From an optimization exercise on the open Yosys and OpenROAD flow, aimed at small area, a short achievable clock period and few clock cycles per item; shortcuts taken in it are not production practice.
No functional check of the RTL was part of any run shown here.
No activity file was given, so power comes from the tool's default toggle rates.

==> flow/design.v (outline; a module is shown in full before it is edited, if it fits) <==
// module math_core_alu: 702 lines
module math_core_alu #(
    parameter int DW = 32,
    parameter int CW = 32
) (
    input  logic          clk,
    input  logic          rst,
    input  logic [0:1]    mode,
    input  logic          in_valid,
    output logic          in_ready,
    input  logic [0:DW-1] ain,
    input  logic [0:DW-1] bin,
    output logic          out_valid,
    input  logic          out_ready,
    output logic [0:DW-1] result,
    output logic          ovf,
    output logic [0:CW-1] statistic,
    input  logic          stat_ld,
    input  logic [0:CW-1] stat_din,
    input  logic          flush,
    output logic          busy
);
  // ...
==> flow/flow/run.sh <==
#!/bin/bash
# The standard layout, with plain buf_1 port buffers and a tighter setup target
# for timing repair; the log of the whole make run goes to standard.log.
bash standard.sh BUFFER_PORTS_ARGS="-buffer_cell sky130_fd_sc_hd__buf_1" SETUP_SLACK_MARGIN=5.6 finish > standard.log 2>&1
==> flow/standard.sh <==
#!/bin/bash
# synth_recipe.tcl (not shown) runs the flow's synth.tcl, then flattens the netlist and writes it again
# the make line also repeats each setting of config.mk as NAME=value (left out here)
make -C /OpenROAD-flow-scripts/flow DESIGN_CONFIG=/design/flow/config.mk WORK_HOME=/design/flow/orfs CLKGATE_MAP_FILE= SYNTH_SCRIPT=/design/flow/synth_recipe.tcl "${@:-finish}"
==> flow/config.mk <==
export PLATFORM = sky130hd
export DESIGN_NAME = math_core_alu
export DESIGN_NICKNAME = math_core_alu
export VERILOG_FILES = /design/flow/design.v
export SDC_FILE = /design/flow/constraint.sdc
export NUM_CORES = 4
export LEC_CHECK = 0
export ABC_AREA = 1
export CAP_MARGIN = 20
export CORE_MARGIN = 2
export CORE_UTILIZATION = 40
export SLEW_MARGIN = 20
==> flow/constraint.sdc <==
create_clock -name core_clock -period 10.0 [get_ports {clk}]
set_input_delay 2.0000 -clock core_clock [delete_from_list [all_inputs] [get_ports {clk}]]
set_output_delay 2.0000 -clock core_clock [all_outputs]
set_load 0.01 [all_outputs]
==> results.txt, run 1 <==
======================================================================================
Largest family of logic cells by synthesized area                         compound AO/OA/AOI/OAI gates
Fill count                                                                       5,129
Gate power share                                                                 0.750
DP Worst Slack                                                                 3.43 ns
Crit. path cell count                                                               32
Parity-gate share of the synthesized area counting xor and xnor cells            0.133
Number of distinct standard cells referenced by the synthesized netlist             63
CP dominant cell by count                                                      nand2_2
Quantity of I/O buffers inserted on ports                                          171
Routed wire length on met2                                                     41.1 mm
Largest stage delay, worst path                                                0.49 ns
Share of the clock period used by the worst path                                 0.547
Clock network power                                                           0.701 mW
Fraction of area in clock buffers and inverters                                 0.0207
Post-synth top area cell                                                      edfxtp_1
Power Total                                                                    8.27 mW
Register area                                                               5840 sq um
WL/cell                                                                   27.0 microns
Largest cells by area after synthesis                                     edfxtp_1, fa_1, xor2_1
Overall die height                                                         239 microns
Run status                                            no timing/DRC/antenna violations
Maximum Capacitance Violations                                                       0
P_int                                                                          4.09 mW
Min-delay worst type                                                      flip-flop to flip-flop
Critical hold path startpoint                                             r_stat[31]$_DFFE_PN0P_
Violation count after the first detailed-route iteration                         3,049
M3 GR Usage                                                                      0.111
Fin util                                                                         0.513
Setup crit end                                                            lo2[23]$_DFFE_PP_
Most numerous cell in the Yosys netlist                                        nand2_1
Top-level I/O count                                                                172
Chip Width                                                                 239 microns
======================================================================================
==> run 2, diff against run 1 <==
--- a/flow/design.v
+++ b/flow/design.v
@@ -21,17 +21,17 @@
 );
     logic [31:0]   a1;
     logic [31:0]   b1;
     logic [32:1]   a3_1;
     logic [10:0]   bs1_1, bs2_1, bs3_1, bs4_1;
     logic [9:0]    bneg_1;
     logic [1:0]    m1;
     logic          v1;
-    localparam int K = 24;
+    localparam int K = 20;
     logic [31:K]   s2;
     logic [31:K]   c2;
     logic [K-1:0]  lo2;
     logic          ck2;
     logic          k1_2;
     logic          k2_2;
     logic          mulp2;
     logic [2-1:0] l32_2;
==> results.txt, run 2 <==
==================================================================================================
Largest stage delay, worst path                                                            0.50 ns   about the same
Vias per cell                                                                                 6.07
Hold path depth                                                                                  2
H-tree depth reported by CTS                                                                     1
Most frequent cells after synthesis                                                   nand2_1, inv_1, xor2_1
Quantity of I/O buffers inserted on ports                                                      171   unchanged
Maximum Capacitance Violations                                                                   0   unchanged
Synth Net Count                                                                              2,956
Rows                                                                                            86
Vias after detailed routing                                                                 22,200
Parity-gate share of the synthesized area counting xor and xnor cells                        0.137   +0.00410
Post-Synth Simple-Gate Area                                                                  0.113
Final WL                                                                                   95.6 mm
Critical hold path startpoint                                                         r_stat[26]$_DFFE_PN0P_
Count of final hold-check violations                                                             0
Final nets                                                                                   3,239
CP dominant cell by count                                                                  nand3_1
Clock latency at the later pin of the worst-skew pair                                      0.60 ns
Estimated wirelength of the detail-placed design                                           66.7 mm
Number of instances in the synthesized netlist                                               2,605
Largest family of logic cells by synthesized area                                     compound AO/OA/AOI/OAI gates
Power Total                                                                                8.44 mW   +2.1%
Number of distinct standard cells referenced by the synthesized netlist                         56   -11%
TritonCTS clock tree                                                                           yes
Max clock buf depth                                                                              3
Layer with the highest usage                                                                  met2
Number of search-and-repair iterations in the first detailed-routing pass                        7
Cell with the biggest individual delay on the critical path                               edfxtp_1
Pin slew with the least headroom to its limit                                             0.921 ns
GR met1 Demand/Resource                                                                      0.424
Post-Syn Area per Cell                                                                  8.51 sq um
Final critical path time including I/O delays and setup                                    5.46 ns
Number of synthesized register bits                                                            204
Post-synth top area cell                                                                  edfxtp_1
Number of buffers added by the clock tree synthesis step                                        25
Maximum clock frequency                                                                  0.183 GHz
Chip Width                                                                             239 microns   about the same
Final Max Tran Viols                                                                             0
Peak supply drop                                                                          0.385 mV
Final setup violation count                                                                      0
Min-delay worst type                                                                  flip-flop to flip-flop
Critical Path End Type                                                                   flip-flop
Minimum setup slack among reg-to-reg paths                                                 4.54 ns
Top-level I/O count                                                                            172   unchanged
Largest cells by area after synthesis                                                 edfxtp_1, fa_1, xor2_1
Worst Skew                                                                               0.0357 ns
Fraction of the yosys area taken by sequential cells                                         0.269
Clock transition time at the flip-flop clock pins of the worst setup and hold paths        0.06 ns
Critical path required time                                                               10.31 ns
Static Leakage                                                                             11.6 nW
Synth Area in Compound Gates                                                                 0.208
Hold-fix buffer count after cts                                                                  0
Remaining routing DRC violations                                                                 0
Post-synthesis cell area                                                              22,200 sq um
Overall die height                                                                     239 microns   about the same
Max-slew headroom at the worst pin                                                           0.386
Power density over cell area                                                           305 nW/um^2
M3 GR Usage                                                                                 0.0777   -0.0337
Launch point of the worst reg-to-reg path                                             bneg_1[5]$_DFFE_PP_
Most used flip-flop cell after synthesis                                                  edfxtp_1
Crit Reg-Reg Endpoint                                                                 lo2[19]$_DFFE_PP_
Wire length of the first global-routing pass                                                136 mm
Fin Setup TNS                                                                                 0 ns
Largest registers                                                                     a1 (32), a3_1 (32), r_stat (32)
Number of antenna violations at the first check in global routing                                5
Unrepaired setup endpoints after global routing                                                yes
Register-to-Register Path Depth                                                                 33
Worst path setup slack after routing                                                       4.54 ns
Number of global-route vias before repair                                                   21,200
Count of flip-flops with a built-in enable after synthesis                                     170
WL/cell                                                                               26.1 microns   -3.2%
Inst Count DP                                                                                3,402
Share of the clock period used by the worst path                                             0.546   -0.000781
Top-area cell type share of the netlist area                                                 0.230
Largest delay share family, worst path                                                compound AO/OA/AOI/OAI gates
WP data arrival                                                                            5.78 ns
Hold endpoint                                                                         r_stat[26]$_DFFE_PN0P_
GRT overflow                                                                                     0
Run status                                                        no timing/DRC/antenna violations
DP Worst Slack                                                                             3.10 ns   -0.324 ns
Violation count after the first detailed-route iteration                                     2,613   -14%
Proportion of register bits with asynchronous set or reset after synthesis                   0.167
Class of the most critical setup path                                                 flip-flop to flip-flop
Ys Warns                                                                                         1
Placer's final routability congestion estimate                                                1.01
Most numerous cell in the Yosys netlist                                                    nand2_1
Most frequent standard cell in the layout excluding fill and tap cells                     nand2_1
Root buffer selected by CTS                                                              clkbuf_16
Total global-route track usage                                                               0.321
Die area                                                                              57,300 sq um
Antenna violation net count after detailed routing                                               0
Final Hold Slack                                                                          0.565 ns
Clock sink count                                                                               204
Buffering stage count on the worst path with inverters included                                  4
Max Fanout on Critical Path                                                                      6
Maximum number of pins on one net before global-route repair                                    72
Share of synthesized cell area in full adder, half adder and majority cells                  0.181
Critical Path Source                                                                  bneg_1[5]$_DFFE_PP_
Fill count                                                                                   5,251   +2.4%
Layout cells sized above 1                                                                   0.206
Most frequent cells in the layout                                                     nand2_1, inv_1, xor2_1, buf_4, o22ai_1
Met2 track demand over resource in global routing                                            0.469
CP startpoint kind                                                                       flip-flop
Starting density of the core                                                                 0.403
Final cell count without fillers                                                             3,659
Multiplexer share of the synthesized area                                                 0.000959
Area of the core                                                                      55,000 sq um
Area added between synthesis and finish                                                      24.9%
==================================================================================================
run 2: per-layer routing:
metal | vias up | share of wire
met1 | 10600 | 0.39
met5 | - | 0.000084
met4 | 2 | 0.081
li1 | 9715 | -
met2 | 1466 | 0.42
met3 | 425 | 0.11
run 2: cell families after synthesis:
kind of cell               count (synthesis)
AOI/OAI and AO/OA                        685
muxes                                      2
buffers and inverters                    531
and+or+nand+nor                          590
DFF                                      204
xor gates and xnor gates                 346
adders and majority gates                247
run 2: cell type report:
class	instances	area (sq um)	area share
diodes	4	10.0	0.000361
clock buffers	32	682	0.0246
clock inverters	14	189	0.00682
flip-flops and latches	204	5960	0.215
repair buffers	440	3090	0.112
well taps	748	936	0.0338
repair inverters	2	12.5	0.000452
inverters	343	1420	0.0511
multi-input cells	1872	15400	0.556
run 2: worst max path at each step:
stage	slack, ns	depth (start not counted)	to
finish	4.54	33	lo2[19]$_DFFE_PP_
global route	4.20	34	lo2[19]$_DFFE_PP_
CTS	4.57	34	ck2$_DFFE_PP_
detailed placement	3.10	37	ck2$_DFFE_PP_
global placement	3.16	37	ck2$_DFFE_PP_
floorplan	4.68	4	in_ready
run 2: where the power goes:
group          internal [mW]  total, mW  leakage (nW)  switching [mW]
registers               1.20       1.40          2.26           0.195
logic                   2.48       6.06          8.88            3.58
clock network          0.586      0.978         0.430           0.391
run 2: worst register-to-register path, delay by kind of cell, from the launching register on:
kind                     cells  cell delay, ns
AO/OA/AOI/OAI               13            1.88
XOR/XNOR                     3            0.57
adder cells (fa/ha/maj)      2            0.70
buffers and inverters        4            0.52
flip-flops                   1            0.50
AND/OR/NAND/NOR             11            1.06
run 2: stage by stage:
| step | cell area (sq um) | util |
|---|---|---|
| 2_1_floorplan | 22400 | - |
| 3_3_place_gp | 23700 | 0.432 |
| 3_5_place_dp | 23700 | 0.432 |
| 4_1_cts | 26100 | 0.475 |
| 5_1_grt | 27700 | 0.504 |
| 6_report | 27700 | 0.504 |
run 2: timing repair:
| action | CTS | global route |
|---|---|---|
| gates resized for setup | 149 | 169 |
| setup buffers | 101 | 97 |
| setup endpoints to repair | 64 | 70 |
| pin swaps | 71 | 112 |
| gates cloned | 5 | 4 |

-- re-timing with driven ports --
How much do the figures lean on ideal ports? The routed layouts below were timed once more, with nothing changed but the port constraints.
Step 1, drivers: a clkbuf_16 drives clk and a buf_2 each remaining input, both assumed.
Step 2 moves the port delays by t, midway between the first and last clock arrival at a register: inputs arrive t later, outputs are due t later. That takes back most of the time a late clock gives input paths.
Three values: no drivers, after step 1, after step 2; two values: the first two.
| run | t (ns) | slack for setup (ns) | latest minus earliest clock arrival (ns) |
|---|---|---|---|
| run 1 | 0.573 | 4.529 / 4.529 / 4.529 | 0.018 / 0.018 |
| run 2 | 0.646 | 4.537 / 4.537 / 4.537 | 0.036 / 0.036 |
After both steps setup and hold are still met in every run listed.
